This design comes from an exercise in tuning for small area and a short achievable clock period on the open sky130 flow, not from production work.
In this exercise RTL edits were held to simulation tests only and were not proved equivalent to the original.
Power is estimated from default activity; no workload was simulated.

Setup of run 1:
// mesh_router
module mesh_router #(
	parameter int buffer_depth = 4,
	parameter int route_alg    = 0	 
) (
	input  logic         clk,
	input  logic         reset,
	input  logic [3:0]   router_id,
	input  logic [139:0] flit_in,
	input  logic [4:0]   valid_in,
	output logic [4:0]   full_out,
	output logic [139:0] flit_out,
	output logic [4:0]   valid_out,
	input  logic [4:0]   full_in
);
	localparam int flit_w = 28;
	logic [5*flit_w-1:0] heads;
	logic [24:0]         req;
	logic [24:0]         win;
	logic [4:0]          pop;
	logic [4:0]          grant;
	logic [3:0]          rid;
	always_ff @(posedge clk)
		rid <= router_id;
	for (genvar p = 0; p < 5; p++) begin : g_in_port
		input_buffer #(
			.flit_w(flit_w)
		) input_buffer_i (
			.clk    (clk),
			.reset  (reset),
			.cur_row(rid[3:2]),
			.cur_col(rid[1:0]),
			.flit_in(flit_in[p*flit_w +: flit_w]),
			.write  (valid_in[p]),
			.pop    (pop[p]),
			.head   (heads[p*flit_w +: flit_w]),
			.req    (req[5*p +: 5]),
			.full   (full_out[p])
		);
	end
	route_alloc route_alloc_i (
		.clk    (clk),
		.reset  (reset),
		.req    (req),
		.full_in(full_in),
		.win    (win),
		.pop    (pop),
		.grant  (grant)
	);
	switch_traversal #(
		.flit_w(flit_w)
	) switch_traversal_i (
		.clk      (clk),
		.reset    (reset),
		.heads    (heads),
		.win      (win),
		.grant    (grant),
		.flit_out (flit_out),
		.valid_out(valid_out)
	);
endmodule
For scale: about 810 flip-flops.
clock: 8.0 ns
lec_check: 0
cap_margin: 20
core_margin: 2
core_utilization: 60
setup_slack_margin: 5
slew_margin: 20
standard.sh (not shown) runs the stock make flow with config.mk's settings and CLKGATE_MAP_FILE= SYNTH_SCRIPT=/design/flow/synth_recipe.tcl, a recipe that flattens the netlist after the stock synthesis.
==> flow/flow/run.sh <==
#!/bin/bash
# The standard layout with two changes: the port buffers are buf_2 cells instead of
# the delay buffers buffer_ports picks by default, and the clock tree clusters
# more registers per leaf buffer and adds no dummy loads
set -euo pipefail
CTS="-sink_clustering_enable -repair_clock_nets -sink_clustering_size 24 -sink_clustering_max_diameter 80"
CTS="$CTS -buf_list {sky130_fd_sc_hd__clkbuf_8 sky130_fd_sc_hd__clkbuf_16} -dont_use_dummy_load"
bash standard.sh BUFFER_PORTS_ARGS="-buffer_cell sky130_fd_sc_hd__buf_2" CTS_ARGS="$CTS" finish \
	> standard_flow.log 2>&1
--- input diff run 1..run 5 ---
Settings: an added CTS_BUF_LIST of sky130_fd_sc_hd__clkbuf_4 sky130_fd_sc_hd__clkbuf_8.
==> flow/flow/run.sh <==
#!/bin/bash
# The standard layout, with the port buffers made from buf_2 cells
# instead of the delay buffers buffer_ports picks by default
set -euo pipefail
bash standard.sh BUFFER_PORTS_ARGS="-buffer_cell sky130_fd_sc_hd__buf_2" finish > standard_flow.log 2>&1
[summary]
Comparing run 1 and run 5, the higher clock buffer count from CTS was measured on run 5.
Diff run 1 -> run 5: critical path depth has decreased, area occupied by registers flat, detailed-route wire length has increased.


mesh_router again, from the RTL that the note above started with.
Settings: LEC_CHECK=0, CAP_MARGIN=20, CORE_MARGIN=2, CORE_UTILIZATION=60, CTS_BUF_LIST=sky130_fd_sc_hd__clkbuf_4 sky130_fd_sc_hd__clkbuf_8, SLEW_MARGIN=20; clock period 8.0 ns.
run.sh (not shown) runs the stock make flow with config.mk's settings and CLKGATE_MAP_FILE= SYNTH_SCRIPT=/design/flow/synth_recipe.tcl, a recipe that flattens the netlist after the stock synthesis.
Stock flow here: none of the scripts above is used.
The baseline finished with timing, DRC and antenna clean.
==> next run, changes <==
- CORE_UTILIZATION: 60 -> 40
- CTS_BUF_LIST: sky130_fd_sc_hd__clkbuf_4 sky130_fd_sc_hd__clkbuf_8 -> not set
After rerunning:
- The changed run completed with no timing, DRC or antenna violations
- die area rises by 49%
- design area rises by 1.5%
- cell count rises by 6.5%
- via count falls by 3.1%
==> next run, changes <==
- CORE_UTILIZATION: 40 -> 60
- CTS_BUF_LIST: not set -> sky130_fd_sc_hd__clkbuf_4 sky130_fd_sc_hd__clkbuf_8
- SETUP_SLACK_MARGIN: not set -> 5
Result:
- wire length decreases by about 1.6%
- count of clock-buffer cells in the layout increases by 75
- worst setup slack improves by 0.53 ns
- sequential cell count stays the same
- area after synthesis is unchanged
- power decreases by 4.2%
- design area decreases by about 1.8%
==> next run, changes <==
==> flow/flow/run.sh (new file) <==
#!/bin/bash
# The standard layout with these changes:
# - the port buffers are buf_2 cells instead of the delay buffers buffer_ports picks by default
# - the clock tree clusters more registers per leaf buffer and adds no dummy loads
# - timing repair aims at a setup slack of 5.6 ns instead of 0
set -euo pipefail
CTS="-sink_clustering_enable -repair_clock_nets -sink_clustering_size 24 -sink_clustering_max_diameter 80"
CTS="$CTS -buf_list {sky130_fd_sc_hd__clkbuf_8 sky130_fd_sc_hd__clkbuf_16} -dont_use_dummy_load"
bash standard.sh BUFFER_PORTS_ARGS="-buffer_cell sky130_fd_sc_hd__buf_2" CTS_ARGS="$CTS" \
	SETUP_SLACK_MARGIN=5.6 finish > standard_flow.log 2>&1
==> flow/standard.sh (new file) <==
#!/bin/bash
# synth_recipe.tcl (not shown) runs the flow's synth.tcl, then flattens the netlist and writes it again
# the make line also repeats each setting of config.mk as NAME=value (left out here)
make -C /OpenROAD-flow-scripts/flow DESIGN_CONFIG=/design/flow/config.mk WORK_HOME=/design/flow/orfs CLKGATE_MAP_FILE= SYNTH_SCRIPT=/design/flow/synth_recipe.tcl "${@:-finish}"
- CTS_BUF_LIST: sky130_fd_sc_hd__clkbuf_4 sky130_fd_sc_hd__clkbuf_8 -> not set
- SETUP_SLACK_MARGIN: 5 -> not set
- TNS_END_PERCENT: not set -> 0
removed: flow/run.sh
Cell count went down by a few percent; clock power fell by well over a third; synthesized cell count does not change; routed wire length rose slightly.

==> port drivers added, routing unchanged <==
In the flow no input, the clock included, has a driving cell. The finished layouts below were timed again as built, in two steps.
Step 1, drivers: a clkbuf_16 drives clk and a buf_2 each remaining input, both assumed.
Step 2, shift: input delay + t, output delay - t, t = (earliest + latest rising clock arrival at the registers) / 2. This alone moves slack from input paths to output paths.
Three values: ideal, step 1, step 2; two values: the first two.
run | t (ns) | slack for setup (ns) | hold WS [ns] | worst slew at a driven data input, ns
run 1 | 0.663 | 5.071 / 5.071 / 4.496 | 0.456 / 0.456 / 0.456 | 0.10
run 5 | 0.848 | 5.015 / 4.954 / 4.502 | 0.495 / 0.495 / 0.495 | 0.09
the first run of note 2 | 0.847 | 4.482 / 4.512 / 3.666 | 0.516 / 0.516 / 0.516 | 0.12
the second run of note 2 | 0.688 | 4.401 / 4.413 / 3.726 | 0.487 / 0.487 / 0.487 | 0.15
the third run of note 2 | 0.794 | 4.935 / 4.935 / 4.209 | 0.491 / 0.491 / 0.491 | 0.11
the fourth run of note 2 | 0.653 | 5.265 / 5.217 / 4.645 | 0.500 / 0.500 / 0.500 | 0.09
After both steps setup and hold are still met in every run listed. For the first run of note 2, which loses most, drivers alone change the setup slack by +0.030 ns; drivers and shift together by -0.816 ns.
